What follows belongs to an exercise in optimizing a design on an open flow for small area and a short achievable clock period; a production flow would make more cautious choices.
In this exercise RTL edits were held to simulation tests only and were not proved equivalent to the original.
Power is estimated from default activity; no workload was simulated.

==> inputs of 06-09 <==
Design frame_gen_top, start of the top module:
module frame_gen_top (
	input  logic         sys_clk,
	input  logic         sys_rst,
	input  logic         cfg_we,
	input  frame_gen_pkg::cfg_addr_t    cfg_addr,
	input  frame_gen_pkg::cfg_word_t    cfg_wdata,
	output frame_gen_pkg::stream_beat_t tx_beat,
	output logic         tx_valid,
	input  logic         tx_ready
);
==> flow/config.mk <==
export PLATFORM = sky130hd
export DESIGN_NAME = frame_gen_top
export DESIGN_NICKNAME = frame_gen_top
export VERILOG_FILES = /design/flow/design.v
export SDC_FILE = /design/flow/constraint.sdc
export NUM_CORES = 4
export LEC_CHECK = 0
export CAP_MARGIN = 20
export CORE_MARGIN = 2
export CORE_UTILIZATION = 60
export SLEW_MARGIN = 20
export SYNTH_HIERARCHICAL = 1
export TNS_END_PERCENT = 0
==> flow/constraint.sdc <==
create_clock -name core_clock -period 12.0 [get_ports {sys_clk}]
set_input_delay 2.4000 -clock core_clock [delete_from_list [all_inputs] [get_ports {sys_clk}]]
set_output_delay 2.4000 -clock core_clock [all_outputs]
set_load 0.01 [all_outputs]
standard.sh (not shown) runs the stock make flow with config.mk's settings and CLKGATE_MAP_FILE= SYNTH_SCRIPT=/design/flow/synth_recipe.tcl, a recipe that flattens the netlist after the stock synthesis.
==> flow/flow/run.sh <==
#!/bin/bash
# Own layout flow: the standard layout (standard.sh, unchanged synthesis),
# with repair_timing asked for a larger setup margin so that it optimises the
# paths below the 12 ns constraint as well, and a flatter clock tree without
# dummy loads. flow/extra.txt holds further make variables, one per line.
# Full output of the ORFS run goes to standard.log here; ORFS also keeps each
# step's log under orfs/logs/.
set -euo pipefail
MARGIN=$(cat flow/margin.txt)
CTS="-sink_clustering_enable -repair_clock_nets -dont_use_dummy_load $(cat flow/cts.txt)"
EXTRA=()
if [[ -f flow/extra.txt ]]; then
	while IFS= read -r line; do
		[[ -n "$line" ]] && EXTRA+=("$line")
	done < flow/extra.txt
fi
bash standard.sh SETUP_SLACK_MARGIN="$MARGIN" "CTS_ARGS=$CTS" "${EXTRA[@]}" finish > standard.log 2>&1
==> flow/flow/cts.txt <==
-sink_clustering_size 30 -sink_clustering_max_diameter 100
==> flow/flow/extra.txt <==
BUFFER_PORTS_ARGS=-buffer_cell sky130_fd_sc_hd__buf_2
==> flow/flow/margin.txt <==
8.7
==> 11-24: changes against 06-09 <==
- TNS_END_PERCENT: 0 -> default
removed: flow/flow/extra.txt
==> qor.txt <==
cts bufs inserted = 18
routed via count = 15180
setup slack of the critical path after layout = 8537 ps
peak clock frequency supported by timing = 288.8 MHz
clock latency on the worst-skew pair = 550 ps
Post-Route Hold Slack = 483.1 ps
crit-path cells = buf_2 > nor2b_1 > a31oi_4 > buf_6 > a22o_1
Least-Margin Pin Slew = 1206 ps
portion of total power attributed to combinational logic = 4.6%
CP Data Arrival Time = 3940 ps
relative contribution of the clock network to total power = 30.7%
power attributed to combinational cells = 0.109 mW
fraction of cell area in non-clock buffers = 4.143%
vias in the first global route = 13840
run status = no timing/DRC/antenna violations
sequential standard cell area = 8905 sq um
pin count of the biggest net entering global routing = 109
Pwr Density = 116.3 nW/um^2
Buffers & Inverters on Critical Path = 2
most frequent cells in the layout = dfxtp_1 (421), a22o_1 (409), nor2_1 (76), a22oi_1 (51), inv_1 (46)
[end of results for 06-09]
==> qor.txt <==
power attributed to combinational cells = 0.133 mW
sequential standard cell area = 8910 sq um
CP Data Arrival Time = 1030 ps
Buffers & Inverters on Critical Path = 1
vias in the first global route = 14370
routed via count = 15690
relative contribution of the clock network to total power = 30.9%
Pwr Density = 112.9 nW/um^2
setup slack of the critical path after layout = 8570 ps
portion of total power attributed to combinational logic = 5.6%
cts bufs inserted = 19
Post-Route Hold Slack = 444.6 ps
Least-Margin Pin Slew = 1168 ps
run status = no timing/DRC/antenna violations
clock latency on the worst-skew pair = 570 ps
[end of results for 11-24]

* * *

==> job 209: inputs <==
frame_gen_top again, from the RTL that the note above started with.
==> flow/design.v (excerpt) <==
module frame_gen_top (
	input  logic         sys_clk,
	input  logic         sys_rst,
	input  logic         cfg_we,
	input  frame_gen_pkg::cfg_addr_t    cfg_addr,
	input  frame_gen_pkg::cfg_word_t    cfg_wdata,
	output frame_gen_pkg::stream_beat_t tx_beat,
	output logic         tx_valid,
	input  logic         tx_ready
);
Settings: LEC_CHECK=0, CAP_MARGIN=20, CORE_MARGIN=2, CORE_UTILIZATION=60, SLEW_MARGIN=20, SYNTH_HIERARCHICAL=1, TNS_END_PERCENT=20; clock period 12.0 ns.
Scripts as last shown in full above: flow/flow/run.sh, flow/flow/cts.txt, flow/flow/margin.txt
==> inputs of job 5639, as changes to job 209 <==
==> flow/flow/margin.txt (replaced) <==
9.3
--- a/flow/config.mk
+++ b/flow/config.mk
@@ -11,3 +11,3 @@
 export SLEW_MARGIN = 20
 export SYNTH_HIERARCHICAL = 1
-export TNS_END_PERCENT = 20
+export TNS_END_PERCENT = 0
==> notes.md <==
status=complete, no violations; WL final=64400 microns; Critical Path Max Stage Delay=about 310 ps; Final #Nets=approximately 1800; Sw Ratio=0.227; Startpoint Class=primary input; Final min period=about 3400 ps; relative slew slack=0.222; Seq area share=0.430; met1 GRT Util=0.511; non-filler cells, final=approximately 2100
[end of results for job 5639]
==> notes.md <==
status=complete, no violations; Final #Nets=roughly 1800; Startpoint Class=register; top routing layer used=met5; non-filler cells, final=roughly 2200; die span in y=183 microns; worst hold-check path type=register to register; GP Congestion=0.973; Clock transition at path regs=110 ps; Final min period=3400 ps; met1 GRT Util=0.516; Sw Ratio=0.229; relative slew slack=0.242
[end of results for job 209]

* * *

==> v8 <==
frame_gen_top, a different RTL version from the one above (not shown whole).
==> flow/config.mk <==
export PLATFORM = sky130hd
export DESIGN_NAME = frame_gen_top
export DESIGN_NICKNAME = frame_gen_top
export VERILOG_FILES = /design/flow/design.v
export SDC_FILE = /design/flow/constraint.sdc
export NUM_CORES = 4
export LEC_CHECK = 0
export CAP_MARGIN = 20
export CORE_MARGIN = 2
export CORE_UTILIZATION = 60
export SLEW_MARGIN = 20
export SYNTH_HIERARCHICAL = 1
==> flow/constraint.sdc <==
create_clock -name core_clock -period 12.0 [get_ports {sys_clk}]
set_input_delay 2.4000 -clock core_clock [delete_from_list [all_inputs] [get_ports {sys_clk}]]
set_output_delay 2.4000 -clock core_clock [all_outputs]
set_load 0.01 [all_outputs]
==> flow/flow/extra.txt <==
BUFFER_PORTS_ARGS=-buffer_cell sky130_fd_sc_hd__buf_1
==> flow/flow/margin.txt <==
9.0
Scripts as last shown in full above: flow/flow/run.sh, flow/flow/cts.txt
==> v26 (differences from v8) <==
--- a/flow/design.v
+++ b/flow/design.v
@@ -138,16 +138,30 @@
 	input  logic         load,
 	input  logic         keep,
 	input  logic [W-1:0] d,
 	output logic [W-1:0] q
 );
 	always_ff @(posedge sys_clk)
 		q <= ({W{load}} & d) | ({W{keep}} & q);
 endmodule
+module frame_reg2 #(
+	parameter int W = 8
+) (
+	input  logic         sys_clk,
+	input  logic         load_a,
+	input  logic [W-1:0] d_a,
+	input  logic         load_b,
+	input  logic [W-1:0] d_b,
+	input  logic         keep,
+	output logic [W-1:0] q
+);
+	always_ff @(posedge sys_clk)
+		q <= ({W{load_a}} & d_a) | ({W{load_b}} & d_b) | ({W{keep}} & q);
+endmodule
 `default_nettype wire
 `timescale 1ns/1ps
 `default_nettype none
 module frame_byte_dec (
 	input  frame_gen_pkg::frame_kind_t kind,
 	input  logic [6:0]  idx,
 	output logic [24:0] sel,
 	output logic [7:0]  cbyte
@@ -266,51 +280,50 @@
 	input  logic         cfg_we,
 	input  frame_gen_pkg::cfg_addr_t    cfg_addr,
 	input  frame_gen_pkg::cfg_word_t    cfg_wdata,
 	output frame_gen_pkg::stream_beat_t tx_beat,
 	output logic         tx_valid,
 	input  logic         tx_ready
 );
 	frame_gen_pkg::frame_cfg_t  cfg;
+	logic [6:0] nidx;      
+	logic       fcs;       
+	logic       is_last;   
+	logic       xfer;      
+	logic       body_adv;  
 	frame_cfg_regs u_cfg_regs (
 		.sys_clk   (sys_clk),
 		.sys_rst   (sys_rst),
 		.cfg_we    (cfg_we),
 		.cfg_addr  (cfg_addr),
 		.cfg_wdata (cfg_wdata),
 		.cfg       (cfg)
 	);
 	logic       frame_start;
 	logic       frame_done;
 	logic       valid;      
 	logic       busy;       
 	logic       gap_done;
-	logic [4:0] cnt;
+	logic [3:0] gap_cnt;
 	logic [2:0] frame_cnt;
 	frame_gen_pkg::frame_kind_t frame_kind;
 	frame_gen_pkg::frame_kind_t next_kind;
 	assign busy     = frame_start || valid || frame_done;
-	assign gap_done = !busy && cfg.enable && (cnt == 5'd15);
+	assign gap_done = !busy && cfg.enable && (gap_cnt == 4'd15);
 	always_ff @(posedge sys_clk) begin
 		if (sys_rst) begin
-			cnt         <= '0;
+			gap_cnt     <= '0;
 			frame_start <= 1'b0;
 		end else begin
 			frame_start <= gap_done;
-			if (busy) begin
-				if (frame_done)
-					cnt <= '0;
-				else if (!frame_start && cnt != 5'd20)
-					cnt <= cnt + 1'b1;
-			end else if (!cfg.enable || gap_done) begin
-				cnt <= '0;
-			end else begin
-				cnt <= cnt + 1'b1;
-			end
+			if (busy || !cfg.enable || gap_done)
+				gap_cnt <= '0;
+			else
+				gap_cnt <= gap_cnt + 1'b1;
 		end
 	end
 	always_comb begin
 		case (frame_kind)
 			frame_gen_pkg::KIND_UDP: next_kind = frame_gen_pkg::KIND_ARP;
 			frame_gen_pkg::KIND_ARP: next_kind = frame_gen_pkg::KIND_ICMP;
 			default:  next_kind = frame_gen_pkg::KIND_UDP;
 		endcase
@@ -333,40 +346,50 @@
 	logic [39:0]              s_peer_mac;  
 	frame_gen_pkg::ip_addr_t  s_peer_ip;
 	frame_gen_pkg::udp_port_t s_src_port;
 	frame_gen_pkg::udp_port_t s_dst_port;
 	logic                     snap_keep;
 	assign snap_keep = !frame_start;
 	frame_reg #(.W(48)) u_s_local_mac (.sys_clk(sys_clk), .load(frame_start), .keep(snap_keep), .d(cfg.local_mac),       .q(s_local_mac));
 	frame_reg #(.W(32)) u_s_local_ip  (.sys_clk(sys_clk), .load(frame_start), .keep(snap_keep), .d(cfg.local_ip),        .q(s_local_ip));
-	frame_reg #(.W(40)) u_s_peer_mac  (.sys_clk(sys_clk), .load(frame_start), .keep(snap_keep), .d(cfg.peer_mac[39:0]),  .q(s_peer_mac));
+	frame_reg2 #(.W(16)) u_s_peer_mac_hi (.sys_clk(sys_clk), .load_a(frame_start), .d_a(cfg.peer_mac[39:24]),
+		.load_b(cs_run), .d_b(cs_d), .keep(pm_keep), .q(s_peer_mac[39:24]));
+	frame_reg #(.W(24)) u_s_peer_mac_lo (.sys_clk(sys_clk), .load(frame_start), .keep(snap_keep), .d(cfg.peer_mac[23:0]),  .q(s_peer_mac[23:0]));
 	frame_reg #(.W(32)) u_s_peer_ip   (.sys_clk(sys_clk), .load(frame_start), .keep(snap_keep), .d(cfg.peer_ip),         .q(s_peer_ip));
 	frame_reg #(.W(16)) u_s_src_port  (.sys_clk(sys_clk), .load(frame_start), .keep(snap_keep), .d(cfg.src_port),        .q(s_src_port));
 	frame_reg #(.W(16)) u_s_dst_port  (.sys_clk(sys_clk), .load(frame_start), .keep(snap_keep), .d(cfg.dst_port),        .q(s_dst_port));
 	logic [15:0] cs_acc;
 	logic        cs_c;
 	logic [3:0]  cs_nib;
 	logic [4:0]  cs_sum;
 	logic [63:0] cs_words;
 	logic [15:0] ip_csum;
+	logic [15:0] cs_d;
+	logic        cs_init;
+	logic        cs_step;
+	logic        cs_run;
+	logic        pm_keep;
+	assign cs_acc   = s_peer_mac[39:24];
+	assign cs_init  = body_adv && (nidx == 7'd2);
+	assign cs_step  = body_adv && (nidx >= 7'd3) && (nidx <= 7'd22);
+	assign cs_run   = cs_init || cs_step;
+	assign pm_keep  = !frame_start && !cs_run;
 	assign cs_words = {s_peer_ip, s_local_ip};
-	assign cs_nib   = cnt[4] ? 4'h0 : cs_words[cnt[3:0]*4 +: 4];
+	assign cs_nib   = (nidx >= 7'd19) ? 4'h0 : cs_words[nidx[3:0]*4 +: 4];
 	assign cs_sum   = 5'(cs_acc[3:0]) + 5'(cs_nib) + 5'(cs_c);
+	assign cs_d     = cs_init ? ((frame_kind == frame_gen_pkg::KIND_ICMP) ? 16'h53E0 : 16'h5420)
+		: {cs_sum[3:0], cs_acc[15:4]};
 	always_ff @(posedge sys_clk) begin
-		if (frame_start) begin
-			cs_c   <= 1'b0;
-			cs_acc <= (frame_kind == frame_gen_pkg::KIND_ICMP) ? 16'h053E : 16'h0542;
-		end else if (cnt != 5'd20) begin
-			cs_c   <= cs_sum[4];
-			cs_acc <= {cs_sum[3:0], cs_acc[15:4]};
-		end
+		if (cs_init)
+			cs_c <= 1'b0;
+		else if (cs_step)
+			cs_c <= cs_sum[4];
 	end
-	assign ip_csum = ~{cs_acc[15:1], cs_acc[0] | cs_c};
-	logic [6:0]  nidx;
+	assign ip_csum = ~{cs_acc[3:1], cs_acc[0] | cs_c, cs_acc[15:4]};
 	logic [6:0]  last_idx;
 	logic [24:0] nsel;
 	logic [7:0]  nconst;
 	logic [7:0]  nxt_byte;
 	always_comb begin
 		case (frame_kind)
 			frame_gen_pkg::KIND_ARP:  last_idx = 7'd59;
 			frame_gen_pkg::KIND_ICMP: last_idx = 7'd73;
@@ -388,25 +411,23 @@
 		.peer_ip   (s_peer_ip),
 		.src_port  (s_src_port),
 		.dst_port  (s_dst_port),
 		.ip_csum   (ip_csum),
 		.byte_out  (nxt_byte)
 	);
 	logic [7:0]  out_data;
 	logic        out_last;
-	logic        fcs;        
-	logic        is_last;    
 	logic [1:0]  fcs_cnt;
 	logic [31:0] cinv;
 	logic [7:0]  crc_x;
 	logic [31:0] cinv_next;
-	logic        xfer;
 	logic        crc_keep;
 	assign xfer     = valid && tx_ready;
+	assign body_adv = xfer && !fcs && !is_last;
 	assign crc_x    = fcs ? 8'h00 : (~cinv[7:0] ^ out_data);
 	assign crc_keep = !xfer && !frame_start;
 	fcs_crc_step u_crc_step (.cinv(cinv), .x(crc_x), .cinv_next(cinv_next));
 	frame_reg #(.W(32)) u_crc (.sys_clk(sys_clk), .load(xfer), .keep(crc_keep), .d(cinv_next), .q(cinv));
 	always_ff @(posedge sys_clk) begin
 		if (sys_rst) begin
 			valid      <= 1'b0;
 			out_last   <= 1'b0;
==> flow/flow/extra.txt (replaced) <==
BUFFER_PORTS_ARGS=-buffer_cell sky130_fd_sc_hd__buf_2
==> flow/flow/margin.txt (replaced) <==
8.8
- TNS_END_PERCENT: unset -> 0
==> out/qor_table.md <==
| Result | This run |
|---|---|
| CP max-delay cell | dfxtp_2 |
| Register-to-Register Path Depth | 13 |
| Non-filler instance count after layout | 2264 |
| Clock Latency Late Sink | 0.58 ns |
| CP bufs+invs | 1 |
| Total global-route track usage | 39.66% |
| Global-route met1 utilization | 52.61% |
| Reported sequential group power | 1.60 mW |
| Run status | complete, no violations |
| First drt pass iteration count | 6 |
| Number of DRC violations after detailed-routing iteration 0 | 2497 |
| DP HPWL | 39810 um |
| Routed length on met2 | 31590 um |
| Met3 usage in global routing | 7.865% |
| Largest registers ranked by flip-flop count | u_cfg_regs.cfg x193, u_s_local_mac.q x48, u_s_peer_mac.q x40 |
| Antenna cell count | 2 |
(the above is from v8)
==> out/qor_table.md <==
| Result | This run |
|---|---|
| Met3 usage in global routing | 4.905% |
| Number of DRC violations after detailed-routing iteration 0 | 2059 |
| DP HPWL | 40090 um |
| Register-to-Register Path Depth | 11 |
| Reported sequential group power | 1.52 mW |
| Non-filler instance count after layout | 2123 |
| Run status | complete, no violations |
| Clock buf count | 18 |
| Clock Latency Late Sink | 0.55 ns |
| Routed length on met2 | 28220 um |
| Total global-route track usage | 36.52% |
| CP bufs+invs | 2 |
| Largest registers ranked by flip-flop count | u_cfg_regs.cfg x193, u_s_local_mac.q x48 |
| Global-route met1 utilization | 52.07% |
| First drt pass iteration count | 7 |
| Max FO, Critical Path | 25 |
(the above is from v26)

[what the ideal ports hide]
Ports are ideal in the flow. The routed layouts listed here were re-timed in OpenROAD. Step 1: set_driving_cell puts a clkbuf_16 on sys_clk and a buf_2 on each other input, an assumption about the parent block. Step 2, shift: input delay + t, output delay - t, t = (earliest + latest rising clock arrival at the registers) / 2. This alone moves slack from input paths to output paths. Three values: no drivers, after step 1, after step 2; two values: the first two.
run | t, ns | setup slack, ns | latest minus earliest clock arrival (ns) | worst slew at a driven data input, ns
06-09 | 0.588 | 8.537 / 8.505 / 7.981 | 0.040 / 0.040 | 0.05
11-24 | 0.579 | 8.570 / 8.518 / 8.015 | 0.082 / 0.081 | 0.06
job 209 | 0.579 | 8.602 / 8.547 / 8.079 | 0.079 / 0.078 | 0.07
job 5639 | 0.573 | 8.561 / 8.538 / 8.025 | 0.079 / 0.079 | 0.04
v8 | 0.591 | 8.598 / 8.543 / 8.198 | 0.079 / 0.078 | 0.09
v26 | 0.595 | 8.533 / 8.511 / 7.973 | 0.036 / 0.035 | 0.05
After both steps setup and hold are still met in every run listed. For v26, which loses most, drivers alone change the setup slack by -0.022 ns; drivers and shift together by -0.560 ns.
